This is an optimization exercise on Yosys and OpenROAD, whose aim is small area, a short achievable clock period and few clock cycles, not a production implementation. At most, simulation tests tie the RTL to the original design; equivalence was not proved. No activity file was given, so power comes from the tool's default toggle rates.

==> 09-04 <==
// cpu_idle_power_mode_controller
module cpu_idle_power_mode_controller (
  input  wire logic        clk,
  input  wire logic        rst,
  input  wire logic        req_valid,
  output logic             req_ready,
  input  wire logic [1:0]  req_cmd,
  input  wire logic [2:0]  req_cpu,
  input  wire logic [31:0] req_base_index,
  input  wire logic [15:0] req_sleep_length,
  input  wire logic        req_cancel,
  input  wire logic [1:0]  req_mode_type,
  input  wire logic        req_system_refused,
  output logic             rsp_valid,
  input  wire logic        rsp_ready,
  output logic [31:0]      rsp_result_index,
  output logic [3:0]       rsp_entered_modes,
  output logic [3:0]       rsp_exited_modes,
  output logic [7:0]       rsp_wake_cpus,
  output logic             rsp_core_off,
  output logic             rsp_core_on,
  output logic             rsp_cluster_off,
  output logic             rsp_cluster_on,
  output logic [1:0]       rsp_cluster_number,
  output logic             rsp_system_enter,
  output logic             rsp_system_exit,
  output logic             rsp_exit_cancelled,
  input  wire logic        cfg_valid,
  output logic             cfg_ready,
  input  wire logic [2:0]  cfg_index,
  input  wire logic [63:0] cfg_data
);
  cipm_pkg::cfg_t regs;
  cipm_pkg::req_t req;
  logic out_valid;
  cipm_pkg::rsp_t out_rsp;
  logic res_wr;
  assign req.cmd            = req_cmd;
  assign req.cpu            = req_cpu;
  assign req.base_index     = req_base_index;
  assign req.sleep_length   = req_sleep_length;
  assign req.cancel         = req_cancel;
  assign req.mode_type      = req_mode_type;
  assign req.system_refused = req_system_refused;
  assign res_wr = cfg_valid && (cfg_index == cipm_pkg::REG_RESIDENCY);
  cipm_cfg_regs u_cfg_regs (
    .clk       (clk),
    .rst       (rst),
    .cfg_valid (cfg_valid),
    .cfg_ready (cfg_ready),
    .cfg_index (cfg_index),
    .cfg_data  (cfg_data),
    .regs      (regs)
  );
  cipm_engine u_engine (
    .clk       (clk),
    .rst       (rst),
    .req_valid (req_valid),
    .req_ready (req_ready),
    .req       (req),
    .regs      (regs),
    .res_wr    (res_wr),
    .out_ready (rsp_ready),
  ...
Settings: LEC_CHECK=0, CAP_MARGIN=20, CORE_MARGIN=2, CORE_UTILIZATION=65, CTS_CLUSTER_DIAMETER=80, CTS_CLUSTER_SIZE=25, SETUP_SLACK_MARGIN=3.0, SLEW_MARGIN=20; clock period 5.5 ns.
standard.sh (not shown) runs the stock make flow with config.mk's settings and CLKGATE_MAP_FILE= SYNTH_SCRIPT=/design/flow/synth_recipe.tcl, a recipe that flattens the netlist after the stock synthesis.
==> flow/flow/run.sh <==
#!/bin/bash
# Layout flow: the standard flow, with the port buffers of buffer_ports made from
# sky130_fd_sc_hd__buf_1 instead of the cell buffer_ports picks by itself. The synthesis is the
# standard one, unchanged. Each step's full output goes to a log of its own in this folder.
set -euo pipefail
bash standard.sh synth > synth.log 2>&1
export BUFFER_PORTS_ARGS="-buffer_cell sky130_fd_sc_hd__buf_1"
bash standard.sh floorplan > floorplan.log 2>&1
bash standard.sh place > place.log 2>&1
bash standard.sh cts > cts.log 2>&1
bash standard.sh route > route.log 2>&1
bash standard.sh finish > finish.log 2>&1
==> 04-20: changes against 09-04 <==
SETUP_SLACK_MARGIN = 2.9   (was 3.0)
==> metrics.md <==
| Metric | Value |
|---|---|
| Multi-input gate share of total cell area | 0.324 |
| Post-synthesis to final-layout area growth | 19.9% |
| Vias in the first global route | between 10k and 15k |
| Status | complete, no violations |
| Grt met1 use | 0.437 |
The numbers above come from 09-04.

==> metrics.md <==
| Metric | Value |
|---|---|
| Status | complete, no violations |
| Post-synthesis to final-layout area growth | 18.5% |
| Vias in the first global route | around 15k |
| Grt met1 use | 0.446 |
| Hpwl dp | 39,600 um |
| Routed wl met2 | 29,000 um |
| Multi-input gate share of total cell area | 0.322 |
The numbers above come from 04-20.

Function was not checked in any run of this note: the RTL went through the layout flow alone.

==> run a <==
==> flow/design.v <==
`default_nettype none
package cipm_pkg;
  localparam int NUM_CPUS  = 8;
  localparam int NUM_MODES = 4;
  localparam int CPU_IDX_W  = (NUM_CPUS > 1) ? $clog2(NUM_CPUS) : 1;
  localparam int MODE_IDX_W = (NUM_MODES > 1) ? $clog2(NUM_MODES) : 1;
  typedef enum logic [1:0] {
    CMD_ENTER   = 2'd0,
    CMD_EXIT    = 2'd1,
    CMD_DISABLE = 2'd2,
    CMD_ENABLE  = 2'd3
  } cmd_e;
  typedef enum logic [1:0] {
    KIND_PLAIN   = 2'd0,
    KIND_CLUSTER = 2'd1,
    KIND_SYSTEM  = 2'd2,
    KIND_OTHER   = 2'd3
  } kind_e;
  typedef enum logic [2:0] {
    REG_SIBLINGS      = 3'd0,
    REG_ENTRY_ALLOWED = 3'd1,
    REG_RESIDENCY     = 3'd2,
    REG_PSCI_CODE     = 3'd3,
    REG_KIND          = 3'd4,
    REG_ONLINE        = 3'd5,
    REG_CLUSTER_MAP   = 3'd6
  } cfg_reg_e;
  localparam logic [7:0] COUNT_MAX = 8'hFF;
  typedef struct packed {
    logic [31:0] mode_siblings;
    logic [31:0] mode_entry_allowed;
    logic [63:0] mode_residency;
    logic [63:0] mode_psci_code;
    logic [7:0]  mode_kind;
    logic [7:0]  online_mask;
    logic [15:0] cpu_cluster_map;
  } cfg_t;
  typedef struct packed {
    logic [1:0]  cmd;
    logic [2:0]  cpu;
    logic [31:0] base_index;
    logic [15:0] sleep_length;
    logic        cancel;
    logic [1:0]  mode_type;
    logic        system_refused;
  } req_t;
  typedef struct packed {
    logic [31:0] result_index;
    logic [3:0]  entered_modes;
    logic [3:0]  exited_modes;
    logic [7:0]  wake_cpus;
    logic        core_off;
    logic        core_on;
    logic        cluster_off;
    logic        cluster_on;
    logic [1:0]  cluster_number;
    logic        system_enter;
    logic        system_exit;
    logic        exit_cancelled;
  } rsp_t;
endpackage
`default_nettype wire
`default_nettype none
module cipm_cfg_regs (
  input  wire logic        clk,
  input  wire logic        rst,
  input  wire logic        cfg_valid,
  output logic             cfg_ready,
  input  wire logic [2:0]  cfg_index,
  input  wire logic [63:0] cfg_data,
  output cipm_pkg::cfg_t             regs
);
  cipm_pkg::cfg_t regs_next;
  assign cfg_ready = 1'b1;
  always_comb begin
    regs_next = regs;
    if (cfg_valid) begin
      case (cfg_index)
        cipm_pkg::REG_SIBLINGS:      regs_next.mode_siblings      = cfg_data[31:0];
        cipm_pkg::REG_ENTRY_ALLOWED: regs_next.mode_entry_allowed = cfg_data[31:0];
        cipm_pkg::REG_RESIDENCY:     regs_next.mode_residency     = cfg_data;
        cipm_pkg::REG_PSCI_CODE:     regs_next.mode_psci_code     = cfg_data;
        cipm_pkg::REG_KIND:          regs_next.mode_kind          = cfg_data[7:0];
        cipm_pkg::REG_ONLINE:        regs_next.online_mask        = cfg_data[7:0];
        cipm_pkg::REG_CLUSTER_MAP:   regs_next.cpu_cluster_map    = cfg_data[15:0];
        default:           regs_next = regs;
      endcase
    end
  end
  always_ff @(posedge clk) begin
    if (rst) begin
      regs.mode_siblings      <= '0;
      regs.mode_entry_allowed <= '0;
      regs.mode_residency     <= '0;
      regs.mode_psci_code     <= '0;
      regs.mode_kind          <= '0;
      regs.online_mask        <= 8'hFF;
      regs.cpu_cluster_map    <= '0;
    end else begin
      regs <= regs_next;
    end
  end
endmodule
`default_nettype wire
`default_nettype none
module cipm_engine (
  input  wire logic           clk,
  input  wire logic           rst,
  input  wire logic           req_valid,
  output logic                req_ready,
  input  cipm_pkg::req_t      req,
  input  cipm_pkg::cfg_t      regs,
  input  wire logic           res_wr,
  input  wire logic           out_ready,
  output logic                out_valid,
  output cipm_pkg::rsp_t      out_rsp
);
  localparam int NC = cipm_pkg::NUM_CPUS;
  localparam int NM = cipm_pkg::NUM_MODES;
  logic [NC-1:0]          cpu_down;
  logic [NC-1:0][15:0]    cpu_sleep;
  logic [NC-1:0][NM-1:0]  cpu_ge;
  logic [NM-1:0]          mode_down;
  logic [NM-1:0][7:0]     mode_count;
  logic                   rc_busy;
  logic [2:0]             rc_idx;
  logic                   a_valid;
  logic [2:0]             a_cpu;
  logic                   a_enter;
  logic                   a_exit;
  logic [NM-1:0]          a_ge;
  logic [NM-1:0]          a_ent;
  logic [NM-1:0]          a_ext;
  logic [NM-1:0]          a_dis;
  logic [NM-1:0]          a_ena;
  logic [1:0]             a_cluster;
  logic [31:0]            a_base;
  logic                   a_cancel;
  logic [NM-1:0][NC-1:0]  sib;
  logic [NM-1:0][NC-1:0]  need;       
  logic [NM-1:0]          kind_cl;
  logic [NM-1:0]          kind_sys;
  always_comb begin
    for (int m = 0; m < NM; m++) begin
      sib[m]      = regs.mode_siblings[8*m +: NC];
      need[m]     = regs.mode_siblings[8*m +: NC] & regs.online_mask[NC-1:0];
      kind_cl[m]  = (regs.mode_kind[2*m +: 2] == cipm_pkg::KIND_CLUSTER);
      kind_sys[m] = (regs.mode_kind[2*m +: 2] == cipm_pkg::KIND_SYSTEM);
    end
  end
  logic b_free;
  logic a_free;
  logic b_adv;
  logic accept;
  assign b_free    = !out_valid || out_ready;
  assign a_free    = !a_valid || b_free;
  assign b_adv     = a_valid && b_free;
  assign req_ready = a_free && !rc_busy;
  assign accept    = req_valid && req_ready;
  logic [15:0]   cmp_sleep;
  logic [NM-1:0] cmp_ge;
  logic [NM-1:0] in_member;
  logic [NM-1:0] in_allowed;
  logic          in_online;
  logic          in_enter;
  logic          in_exit;
  logic          in_dis;
  logic          in_ena;
  logic [NM-1:0] in_ent;
  logic [NM-1:0] in_ext;
  logic [NM-1:0] in_dis_m;
  logic [NM-1:0] in_ena_m;
  assign cmp_sleep = rc_busy ? cpu_sleep[rc_idx] : req.sleep_length;
  assign in_enter  = (req.cmd == cipm_pkg::CMD_ENTER);
  assign in_exit   = (req.cmd == cipm_pkg::CMD_EXIT);
  assign in_dis    = (req.cmd == cipm_pkg::CMD_DISABLE);
  assign in_ena    = (req.cmd == cipm_pkg::CMD_ENABLE);
  assign in_online = regs.online_mask[req.cpu];
  always_comb begin
    for (int m = 0; m < NM; m++) begin
      cmp_ge[m]     = (cmp_sleep >= regs.mode_residency[16*m +: 16]);
      in_member[m]  = regs.mode_siblings[8*m + req.cpu];
      in_allowed[m] = regs.mode_entry_allowed[8*m + req.cpu];
      in_ent[m]     = in_enter && in_member[m] && in_allowed[m]
                      && (cmp_ge[m] || !in_online)
                      && !(kind_sys[m] && req.system_refused);
      in_ext[m]     = in_exit && in_member[m];
      in_dis_m[m]   = in_dis && in_member[m] && (regs.mode_kind[2*m +: 2] == req.mode_type);
      in_ena_m[m]   = in_ena && in_member[m] && (regs.mode_kind[2*m +: 2] == req.mode_type);
    end
  end
  always_ff @(posedge clk) begin
    if (rst) begin
      a_valid <= 1'b0;
    end else if (a_free) begin
      a_valid <= accept;
    end
  end
  always_ff @(posedge clk) begin
    if (a_free) begin
      a_cpu     <= req.cpu;
      a_enter   <= in_enter;
      a_exit    <= in_exit;
      a_ge      <= cmp_ge;
      a_ent     <= in_ent;
      a_ext     <= in_ext;
      a_dis     <= in_dis_m;
      a_ena     <= in_ena_m;
      a_cluster <= regs.cpu_cluster_map[2*req.cpu +: 2];
      a_base    <= in_enter ? req.base_index : 32'd0;
      a_cancel  <= req.cancel;
    end
  end
  always_ff @(posedge clk) begin
    for (int c = 0; c < NC; c++) begin
      if (accept && in_enter && (req.cpu == c[2:0])) begin
        cpu_sleep[c] <= req.sleep_length;
      end
    end
  end
  logic [NC-1:0]  a_sel;
  logic [NM-1:0]  cnt_zero;
  logic [NM-1:0]  cnt_full;
  logic [NM-1:0]  entered;
  logic [NM-1:0]  exited;
  logic [NM-1:0]  woken;
  logic [NM-1:0]  sib_ok;
  logic [NM-1:0][7:0] count_next;
  cipm_pkg::rsp_t rsp_next;
  always_comb begin
    for (int c = 0; c < NC; c++) a_sel[c] = (a_cpu == c[2:0]);
    for (int m = 0; m < NM; m++) begin
      cnt_zero[m] = (mode_count[m] == 8'd0);
      cnt_full[m] = (mode_count[m] == cipm_pkg::COUNT_MAX);
      sib_ok[m] = 1'b1;
      for (int c = 0; c < NC; c++) begin
        if (need[m][c] && !a_sel[c] && !(cpu_down[c] && cpu_ge[c][m])) sib_ok[m] = 1'b0;
      end
      entered[m] = a_ent[m] && cnt_zero[m] && sib_ok[m];
      exited[m]  = a_ext[m] && mode_down[m];
      woken[m]   = a_dis[m] && cnt_zero[m];
      if (a_dis[m] && !cnt_full[m])      count_next[m] = mode_count[m] + 8'd1;
      else if (a_ena[m] && !cnt_zero[m]) count_next[m] = mode_count[m] - 8'd1;
      else                               count_next[m] = mode_count[m];
    end
    rsp_next = '0;
    rsp_next.result_index   = a_base;
    rsp_next.entered_modes  = entered;
    rsp_next.exited_modes   = exited;
    rsp_next.core_off       = a_enter;
    rsp_next.core_on        = a_exit;
    rsp_next.cluster_number = a_cluster;
    rsp_next.cluster_off    = |(entered & kind_cl);
    rsp_next.system_enter   = |(entered & kind_sys);
    rsp_next.cluster_on     = |(exited & kind_cl);
    rsp_next.system_exit    = |(exited & kind_sys);
    rsp_next.exit_cancelled = |(exited & kind_sys) && a_cancel;
    for (int m = 0; m < NM; m++) begin
      if (entered[m]) rsp_next.result_index[15:0] = rsp_next.result_index[15:0]
                                                    | regs.mode_psci_code[16*m +: 16];
      if (woken[m])   rsp_next.wake_cpus = rsp_next.wake_cpus | need[m];
    end
  end
  always_ff @(posedge clk) begin
    if (rst) begin
      out_valid  <= 1'b0;
      cpu_down   <= '0;
      mode_down  <= '0;
      mode_count <= '0;
    end else begin
      if (b_free) begin
        out_valid <= a_valid;
      end
      if (b_adv) begin
        if (a_enter) cpu_down <= cpu_down | a_sel;
        if (a_exit)  cpu_down <= cpu_down & ~a_sel;
        mode_down  <= (mode_down | entered) & ~exited;
        mode_count <= count_next;
      end
    end
  end
  always_ff @(posedge clk) begin
    if (b_free) begin
      out_rsp <= rsp_next;
    end
  end
  always_ff @(posedge clk) begin
    if (rst) begin
      rc_busy <= 1'b0;
      rc_idx  <= '0;
    end else if (res_wr) begin
      rc_busy <= 1'b1;
      rc_idx  <= '0;
    end else if (rc_busy) begin
      rc_busy <= (rc_idx != 3'(NC - 1));
      rc_idx  <= rc_idx + 3'd1;
    end
  end
  always_ff @(posedge clk) begin
    for (int c = 0; c < NC; c++) begin
      if (rc_busy && (rc_idx == c[2:0])) begin
        cpu_ge[c] <= cmp_ge;
      end else if (b_adv && a_enter && a_sel[c]) begin
        cpu_ge[c] <= a_ge;
      end
    end
  end
endmodule
`default_nettype wire
`default_nettype none
module cpu_idle_power_mode_controller (
  input  wire logic        clk,
  input  wire logic        rst,
  input  wire logic        req_valid,
  output logic             req_ready,
  input  wire logic [1:0]  req_cmd,
  input  wire logic [2:0]  req_cpu,
  input  wire logic [31:0] req_base_index,
  input  wire logic [15:0] req_sleep_length,
  input  wire logic        req_cancel,
  input  wire logic [1:0]  req_mode_type,
  input  wire logic        req_system_refused,
  output logic             rsp_valid,
  input  wire logic        rsp_ready,
  output logic [31:0]      rsp_result_index,
  output logic [3:0]       rsp_entered_modes,
  output logic [3:0]       rsp_exited_modes,
  output logic [7:0]       rsp_wake_cpus,
  output logic             rsp_core_off,
  output logic             rsp_core_on,
  output logic             rsp_cluster_off,
  output logic             rsp_cluster_on,
  output logic [1:0]       rsp_cluster_number,
  output logic             rsp_system_enter,
  output logic             rsp_system_exit,
  output logic             rsp_exit_cancelled,
  input  wire logic        cfg_valid,
  output logic             cfg_ready,
  input  wire logic [2:0]  cfg_index,
  input  wire logic [63:0] cfg_data
);
  cipm_pkg::cfg_t regs;
  cipm_pkg::req_t req;
  logic out_valid;
  cipm_pkg::rsp_t out_rsp;
  logic res_wr;
  assign req.cmd            = req_cmd;
  assign req.cpu            = req_cpu;
  assign req.base_index     = req_base_index;
  assign req.sleep_length   = req_sleep_length;
  assign req.cancel         = req_cancel;
  assign req.mode_type      = req_mode_type;
  assign req.system_refused = req_system_refused;
  assign res_wr = cfg_valid && (cfg_index == cipm_pkg::REG_RESIDENCY);
  cipm_cfg_regs u_cfg_regs (
    .clk       (clk),
    .rst       (rst),
    .cfg_valid (cfg_valid),
    .cfg_ready (cfg_ready),
    .cfg_index (cfg_index),
    .cfg_data  (cfg_data),
    .regs      (regs)
  );
  cipm_engine u_engine (
    .clk       (clk),
    .rst       (rst),
    .req_valid (req_valid),
    .req_ready (req_ready),
    .req       (req),
    .regs      (regs),
    .res_wr    (res_wr),
    .out_ready (rsp_ready),
    .out_valid (out_valid),
    .out_rsp   (out_rsp)
  );
  assign rsp_valid          = out_valid;
  assign rsp_result_index   = out_rsp.result_index;
  assign rsp_entered_modes  = out_rsp.entered_modes;
  assign rsp_exited_modes   = out_rsp.exited_modes;
  assign rsp_wake_cpus      = out_rsp.wake_cpus;
  assign rsp_core_off       = out_rsp.core_off;
  assign rsp_core_on        = out_rsp.core_on;
  assign rsp_cluster_off    = out_rsp.cluster_off;
  assign rsp_cluster_on     = out_rsp.cluster_on;
  assign rsp_cluster_number = out_rsp.cluster_number;
  assign rsp_system_enter   = out_rsp.system_enter;
  assign rsp_system_exit    = out_rsp.system_exit;
  assign rsp_exit_cancelled = out_rsp.exit_cancelled;
endmodule
`default_nettype wire
==> flow/run.sh <==
#!/bin/bash
# synth_recipe.tcl (not shown) runs the flow's synth.tcl, then flattens the netlist and writes it again
# the make line also repeats each setting of config.mk as NAME=value (left out here)
make -C /OpenROAD-flow-scripts/flow DESIGN_CONFIG=/design/flow/config.mk WORK_HOME=/design/flow/orfs CLKGATE_MAP_FILE= SYNTH_SCRIPT=/design/flow/synth_recipe.tcl finish
==> flow/config.mk <==
export PLATFORM = sky130hd
export DESIGN_NAME = cpu_idle_power_mode_controller
export DESIGN_NICKNAME = cpu_idle_power_mode_controller
export VERILOG_FILES = /design/flow/design.v
export SDC_FILE = /design/flow/constraint.sdc
export NUM_CORES = 4
export LEC_CHECK = 0
export CAP_MARGIN = 20
export CORE_MARGIN = 2
export CORE_UTILIZATION = 40
export SLEW_MARGIN = 20
==> flow/constraint.sdc <==
create_clock -name core_clock -period 5.5 [get_ports {clk}]
set_input_delay 1.1000 -clock core_clock [delete_from_list [all_inputs] [get_ports {clk}]]
set_output_delay 1.1000 -clock core_clock [all_outputs]
set_load 0.01 [all_outputs]
==> inputs of run b, as changes to run a <==
--- a/flow/design.v
+++ b/flow/design.v
@@ -60,2 +60,31 @@
   } rsp_t;
+  function automatic logic ge16(input logic [15:0] a, input logic [15:0] b);
+    logic [15:0] gt;
+    logic [15:0] eq;
+    gt = a & ~b;
+    eq = ~(a ^ b);
+    for (int w = 1; w < 16; w = w * 2) begin
+      for (int i = 0; i < 16; i = i + 2 * w) begin
+        gt[i] = gt[i + w] | (eq[i + w] & gt[i]);
+        eq[i] = eq[i + w] & eq[i];
+      end
+    end
+    ge16 = gt[0] | eq[0];
+  endfunction
+  function automatic logic [7:0] inc8(input logic [7:0] x);
+    logic carry;
+    carry = 1'b1;
+    for (int i = 0; i < 8; i++) begin
+      inc8[i] = x[i] ^ carry;
+      carry   = carry & x[i];
+    end
+  endfunction
+  function automatic logic [7:0] dec8(input logic [7:0] x);
+    logic borrow;
+    borrow = 1'b1;
+    for (int i = 0; i < 8; i++) begin
+      dec8[i] = x[i] ^ borrow;
+      borrow  = borrow & !x[i];
+    end
+  endfunction
 endpackage
@@ -72,17 +101,11 @@
 );
-  cipm_pkg::cfg_t regs_next;
+  logic [63:0] wdata;    
+  logic [7:0]  wdata_on;   
+  logic [6:0]  we;
   assign cfg_ready = 1'b1;
+  assign wdata     = rst ? 64'd0 : cfg_data;
+  assign wdata_on  = rst ? 8'hFF : cfg_data[7:0];
   always_comb begin
-    regs_next = regs;
-    if (cfg_valid) begin
-      case (cfg_index)
-        cipm_pkg::REG_SIBLINGS:      regs_next.mode_siblings      = cfg_data[31:0];
-        cipm_pkg::REG_ENTRY_ALLOWED: regs_next.mode_entry_allowed = cfg_data[31:0];
-        cipm_pkg::REG_RESIDENCY:     regs_next.mode_residency     = cfg_data;
-        cipm_pkg::REG_PSCI_CODE:     regs_next.mode_psci_code     = cfg_data;
-        cipm_pkg::REG_KIND:          regs_next.mode_kind          = cfg_data[7:0];
-        cipm_pkg::REG_ONLINE:        regs_next.online_mask        = cfg_data[7:0];
-        cipm_pkg::REG_CLUSTER_MAP:   regs_next.cpu_cluster_map    = cfg_data[15:0];
-        default:           regs_next = regs;
-      endcase
+    for (int i = 0; i < 7; i++) begin
+      we[i] = rst || (cfg_valid && (cfg_index == 3'(i)));
     end
@@ -90,13 +113,9 @@
   always_ff @(posedge clk) begin
-    if (rst) begin
-      regs.mode_siblings      <= '0;
-      regs.mode_entry_allowed <= '0;
-      regs.mode_residency     <= '0;
-      regs.mode_psci_code     <= '0;
-      regs.mode_kind          <= '0;
-      regs.online_mask        <= 8'hFF;
-      regs.cpu_cluster_map    <= '0;
-    end else begin
-      regs <= regs_next;
-    end
+    if (we[cipm_pkg::REG_SIBLINGS])      regs.mode_siblings      <= wdata[31:0];
+    if (we[cipm_pkg::REG_ENTRY_ALLOWED]) regs.mode_entry_allowed <= wdata[31:0];
+    if (we[cipm_pkg::REG_RESIDENCY])     regs.mode_residency     <= wdata;
+    if (we[cipm_pkg::REG_PSCI_CODE])     regs.mode_psci_code     <= wdata;
+    if (we[cipm_pkg::REG_KIND])          regs.mode_kind          <= wdata[7:0];
+    if (we[cipm_pkg::REG_ONLINE])        regs.online_mask        <= wdata_on;
+    if (we[cipm_pkg::REG_CLUSTER_MAP])   regs.cpu_cluster_map    <= wdata[15:0];
   end
@@ -124,4 +143,10 @@
   logic [NM-1:0][7:0]     mode_count;
-  logic                   rc_busy;
+  logic                   rc_busy;    
+  logic                   rc_load;    
+  logic                   rc_cmp;     
+  logic                   rc_wr;      
   logic [2:0]             rc_idx;
+  logic [2:0]             rc_cidx;
+  logic [2:0]             rc_widx;
+  logic [15:0]            rc_sleep;
   logic                   a_valid;
@@ -154,2 +179,3 @@
   logic accept;
+  logic both_full;
   assign b_free    = !out_valid || out_ready;
@@ -157,4 +183,11 @@
   assign b_adv     = a_valid && b_free;
-  assign req_ready = a_free && !rc_busy;
+  assign req_ready = !rc_busy && (out_ready || !both_full);
   assign accept    = req_valid && req_ready;
+  always_ff @(posedge clk) begin
+    if (rst) begin
+      both_full <= 1'b0;
+    end else begin
+      both_full <= (a_free ? accept : a_valid) && (b_free ? a_valid : out_valid);
+    end
+  end
   logic [15:0]   cmp_sleep;
@@ -172,3 +205,3 @@
   logic [NM-1:0] in_ena_m;
-  assign cmp_sleep = rc_busy ? cpu_sleep[rc_idx] : req.sleep_length;
+  assign cmp_sleep = rc_cmp ? rc_sleep : req.sleep_length;
   assign in_enter  = (req.cmd == cipm_pkg::CMD_ENTER);
@@ -180,3 +213,3 @@
     for (int m = 0; m < NM; m++) begin
-      cmp_ge[m]     = (cmp_sleep >= regs.mode_residency[16*m +: 16]);
+      cmp_ge[m]     = cipm_pkg::ge16(cmp_sleep, regs.mode_residency[16*m +: 16]);
       in_member[m]  = regs.mode_siblings[8*m + req.cpu];
@@ -241,4 +274,4 @@
       woken[m]   = a_dis[m] && cnt_zero[m];
-      if (a_dis[m] && !cnt_full[m])      count_next[m] = mode_count[m] + 8'd1;
-      else if (a_ena[m] && !cnt_zero[m]) count_next[m] = mode_count[m] - 8'd1;
+      if (a_dis[m] && !cnt_full[m])      count_next[m] = cipm_pkg::inc8(mode_count[m]);
+      else if (a_ena[m] && !cnt_zero[m]) count_next[m] = cipm_pkg::dec8(mode_count[m]);
       else                               count_next[m] = mode_count[m];
@@ -289,2 +322,5 @@
       rc_busy <= 1'b0;
+      rc_load <= 1'b0;
+      rc_cmp  <= 1'b0;
+      rc_wr   <= 1'b0;
       rc_idx  <= '0;
@@ -292,6 +328,14 @@
       rc_busy <= 1'b1;
+      rc_load <= 1'b1;
+      rc_cmp  <= 1'b0;
+      rc_wr   <= 1'b0;
       rc_idx  <= '0;
-    end else if (rc_busy) begin
-      rc_busy <= (rc_idx != 3'(NC - 1));
-      rc_idx  <= rc_idx + 3'd1;
+    end else begin
+      rc_busy <= rc_load;
+      rc_cmp <= rc_load;
+      rc_wr  <= rc_cmp;
+      if (rc_load) begin
+        rc_load <= (rc_idx != 3'(NC - 1));
+        rc_idx  <= rc_idx + 3'd1;
+      end
     end
@@ -299,6 +343,9 @@
   always_ff @(posedge clk) begin
+    rc_sleep <= cpu_sleep[rc_idx];
+    rc_cidx  <= rc_idx;
+    rc_widx  <= rc_cidx;
+  end
+  always_ff @(posedge clk) begin
     for (int c = 0; c < NC; c++) begin
-      if (rc_busy && (rc_idx == c[2:0])) begin
-        cpu_ge[c] <= cmp_ge;
-      end else if (b_adv && a_enter && a_sel[c]) begin
+      if ((rc_wr && (rc_widx == c[2:0])) || (b_adv && a_enter && a_sel[c])) begin
         cpu_ge[c] <= a_ge;
==> flow/flow/run.sh (new file) <==
#!/bin/bash
# Layout flow: the standard flow, with the port buffers of buffer_ports made from
# sky130_fd_sc_hd__buf_1 instead of the cell buffer_ports picks by itself. The synthesis is the
# standard one, unchanged. Each step's full output goes to a log of its own in this folder.
set -euo pipefail
bash standard.sh synth > synth.log 2>&1
export BUFFER_PORTS_ARGS="-buffer_cell sky130_fd_sc_hd__buf_1"
bash standard.sh floorplan > floorplan.log 2>&1
bash standard.sh place > place.log 2>&1
bash standard.sh cts > cts.log 2>&1
bash standard.sh route > route.log 2>&1
bash standard.sh finish > finish.log 2>&1
==> flow/standard.sh (new file) <==
#!/bin/bash
# synth_recipe.tcl (not shown) runs the flow's synth.tcl, then flattens the netlist and writes it again
# the make line also repeats each setting of config.mk as NAME=value (left out here)
make -C /OpenROAD-flow-scripts/flow DESIGN_CONFIG=/design/flow/config.mk WORK_HOME=/design/flow/orfs CLKGATE_MAP_FILE= SYNTH_SCRIPT=/design/flow/synth_recipe.tcl "${@:-finish}"
CORE_UTILIZATION = 65   (was 40)
CTS_CLUSTER_DIAMETER = 80   (was unset)
CTS_CLUSTER_SIZE = 25   (was unset)
SETUP_SLACK_MARGIN = 3.0   (was unset)
SLEW_MARGIN = 70   (was 20)
removed: flow/run.sh
==> inputs of run c, as changes to run a <==
--- a/flow/design.v
+++ b/flow/design.v
@@ -60,2 +60,15 @@
   } rsp_t;
+  function automatic logic ge16(input logic [15:0] a, input logic [15:0] b);
+    logic [15:0] gt;
+    logic [15:0] eq;
+    gt = a & ~b;
+    eq = ~(a ^ b);
+    for (int w = 1; w < 16; w = w * 2) begin
+      for (int i = 0; i < 16; i = i + 2 * w) begin
+        gt[i] = gt[i + w] | (eq[i + w] & gt[i]);
+        eq[i] = eq[i + w] & eq[i];
+      end
+    end
+    ge16 = gt[0] | eq[0];
+  endfunction
 endpackage
@@ -72,17 +85,11 @@
 );
-  cipm_pkg::cfg_t regs_next;
+  logic [63:0] wdata;    
+  logic [7:0]  wdata_on;   
+  logic [6:0]  we;
   assign cfg_ready = 1'b1;
+  assign wdata     = rst ? 64'd0 : cfg_data;
+  assign wdata_on  = rst ? 8'hFF : cfg_data[7:0];
   always_comb begin
-    regs_next = regs;
-    if (cfg_valid) begin
-      case (cfg_index)
-        cipm_pkg::REG_SIBLINGS:      regs_next.mode_siblings      = cfg_data[31:0];
-        cipm_pkg::REG_ENTRY_ALLOWED: regs_next.mode_entry_allowed = cfg_data[31:0];
-        cipm_pkg::REG_RESIDENCY:     regs_next.mode_residency     = cfg_data;
-        cipm_pkg::REG_PSCI_CODE:     regs_next.mode_psci_code     = cfg_data;
-        cipm_pkg::REG_KIND:          regs_next.mode_kind          = cfg_data[7:0];
-        cipm_pkg::REG_ONLINE:        regs_next.online_mask        = cfg_data[7:0];
-        cipm_pkg::REG_CLUSTER_MAP:   regs_next.cpu_cluster_map    = cfg_data[15:0];
-        default:           regs_next = regs;
-      endcase
+    for (int i = 0; i < 7; i++) begin
+      we[i] = rst || (cfg_valid && (cfg_index == 3'(i)));
     end
@@ -90,13 +97,9 @@
   always_ff @(posedge clk) begin
-    if (rst) begin
-      regs.mode_siblings      <= '0;
-      regs.mode_entry_allowed <= '0;
-      regs.mode_residency     <= '0;
-      regs.mode_psci_code     <= '0;
-      regs.mode_kind          <= '0;
-      regs.online_mask        <= 8'hFF;
-      regs.cpu_cluster_map    <= '0;
-    end else begin
-      regs <= regs_next;
-    end
+    if (we[cipm_pkg::REG_SIBLINGS])      regs.mode_siblings      <= wdata[31:0];
+    if (we[cipm_pkg::REG_ENTRY_ALLOWED]) regs.mode_entry_allowed <= wdata[31:0];
+    if (we[cipm_pkg::REG_RESIDENCY])     regs.mode_residency     <= wdata;
+    if (we[cipm_pkg::REG_PSCI_CODE])     regs.mode_psci_code     <= wdata;
+    if (we[cipm_pkg::REG_KIND])          regs.mode_kind          <= wdata[7:0];
+    if (we[cipm_pkg::REG_ONLINE])        regs.online_mask        <= wdata_on;
+    if (we[cipm_pkg::REG_CLUSTER_MAP])   regs.cpu_cluster_map    <= wdata[15:0];
   end
@@ -125,3 +128,7 @@
   logic                   rc_busy;
+  logic                   rc_load;    
+  logic                   rc_cmp;     
   logic [2:0]             rc_idx;
+  logic [2:0]             rc_widx;
+  logic [15:0]            rc_sleep;
   logic                   a_valid;
@@ -172,3 +179,3 @@
   logic [NM-1:0] in_ena_m;
-  assign cmp_sleep = rc_busy ? cpu_sleep[rc_idx] : req.sleep_length;
+  assign cmp_sleep = rc_cmp ? rc_sleep : req.sleep_length;
   assign in_enter  = (req.cmd == cipm_pkg::CMD_ENTER);
@@ -180,3 +187,3 @@
     for (int m = 0; m < NM; m++) begin
-      cmp_ge[m]     = (cmp_sleep >= regs.mode_residency[16*m +: 16]);
+      cmp_ge[m]     = cipm_pkg::ge16(cmp_sleep, regs.mode_residency[16*m +: 16]);
       in_member[m]  = regs.mode_siblings[8*m + req.cpu];
@@ -286,12 +293,18 @@
   end
+  assign rc_busy = rc_load || rc_cmp;
   always_ff @(posedge clk) begin
     if (rst) begin
-      rc_busy <= 1'b0;
+      rc_load <= 1'b0;
+      rc_cmp  <= 1'b0;
       rc_idx  <= '0;
     end else if (res_wr) begin
-      rc_busy <= 1'b1;
+      rc_load <= 1'b1;
+      rc_cmp  <= 1'b0;
       rc_idx  <= '0;
-    end else if (rc_busy) begin
-      rc_busy <= (rc_idx != 3'(NC - 1));
-      rc_idx  <= rc_idx + 3'd1;
+    end else begin
+      rc_cmp <= rc_load;
+      if (rc_load) begin
+        rc_load <= (rc_idx != 3'(NC - 1));
+        rc_idx  <= rc_idx + 3'd1;
+      end
     end
@@ -299,4 +312,8 @@
   always_ff @(posedge clk) begin
+    rc_sleep <= cpu_sleep[rc_idx];
+    rc_widx  <= rc_idx;
+  end
+  always_ff @(posedge clk) begin
     for (int c = 0; c < NC; c++) begin
-      if (rc_busy && (rc_idx == c[2:0])) begin
+      if (rc_cmp && (rc_widx == c[2:0])) begin
         cpu_ge[c] <= cmp_ge;
CORE_UTILIZATION = 55   (was 40)
CTS_BUF_LIST = sky130_fd_sc_hd__clkbuf_4 sky130_fd_sc_hd__clkbuf_8   (was unset)
SETUP_SLACK_MARGIN = 3.3   (was unset)
==> qor summary <==
metric	run b	run a	run c
Result of the run	no timing/DRC/antenna violations	no timing/DRC/antenna violations	no timing/DRC/antenna violations
Vias in the first global route	14040	18110	15740
Critical-path maximum fanout	2	27	6
Synthesized-area fraction occupied by xor and xnor cells	0.01570	0.01324	0.01318
Met3 Usage GRT	0.04779	0.03375	0.05342
Post-place instance area	0.02612 mm2	0.02717 mm2	0.02754 mm2
Die footprint	0.03845 mm2	0.06318 mm2	0.04640 mm2
Well-Tap Cells	468	782	592
Post-synthesis instance total	1607	2383	1679
Hold worst-path end	u_engine.rc_widx[2]$_DFF_P_	u_engine.out_rsp[50]$_DFFE_PP_	u_engine.out_rsp[43]$_DFFE_PP_
Switching fraction of total power	0.2372	0.2339	0.2452
Net total in the final layout	2018	2770	2283
Post-cts sizing count	48	0	527
Met2 Usage GRT	0.5067	0.3744	0.4667
Kind of start point of the critical path	primary input	flip-flop	flip-flop
Detailed Route Iter0 Violations	1133	1758	1557
Multi-input combinational cell count	881	1621	951
Required time at the endpoint of the critical path	4.40 ns	5.82 ns	5.92 ns
Testbench counts of run a, summed over its fixed seeds: cycles 21,318.
For run b and run c, only the layout was checked, not whether the RTL still works.

## re-timing with driven ports
How much do the figures lean on ideal ports? The routed layouts below were timed once more, with nothing changed but the port constraints.
Step 1 assumes that a clkbuf_16 drives the clock port and a buf_2 every other input.
Step 2 times the ports against the registers' clock, not the clock port: input delays grow and output delays shrink by t, the midpoint of the rising clock arrivals with the driver on.
Slacks: no drivers / after step 1 / after step 2; pairs: no drivers / after step 1.
run	t, ns	setup slack, ns	worst setup path at the end	worst register clock-pin slew, ns
09-04	0.630	2.160 / 2.142 / 1.512	input to register	0.10 / 0.10
04-20	0.653	2.262 / 2.237 / 1.584	input to register	0.10 / 0.10
run a	0.671	1.068 / 1.068 / 0.703	input to register	0.06 / 0.06
run b	0.654	2.921 / 2.868 / 2.301	input to register	0.10 / 0.10
run c	0.722	2.763 / 2.763 / 2.105	input to register	0.07 / 0.07
After both steps setup and hold are still met in every run listed. The setup slack of 04-20, which loses most, moves by -0.025 ns with the drivers and by -0.678 ns with both steps.
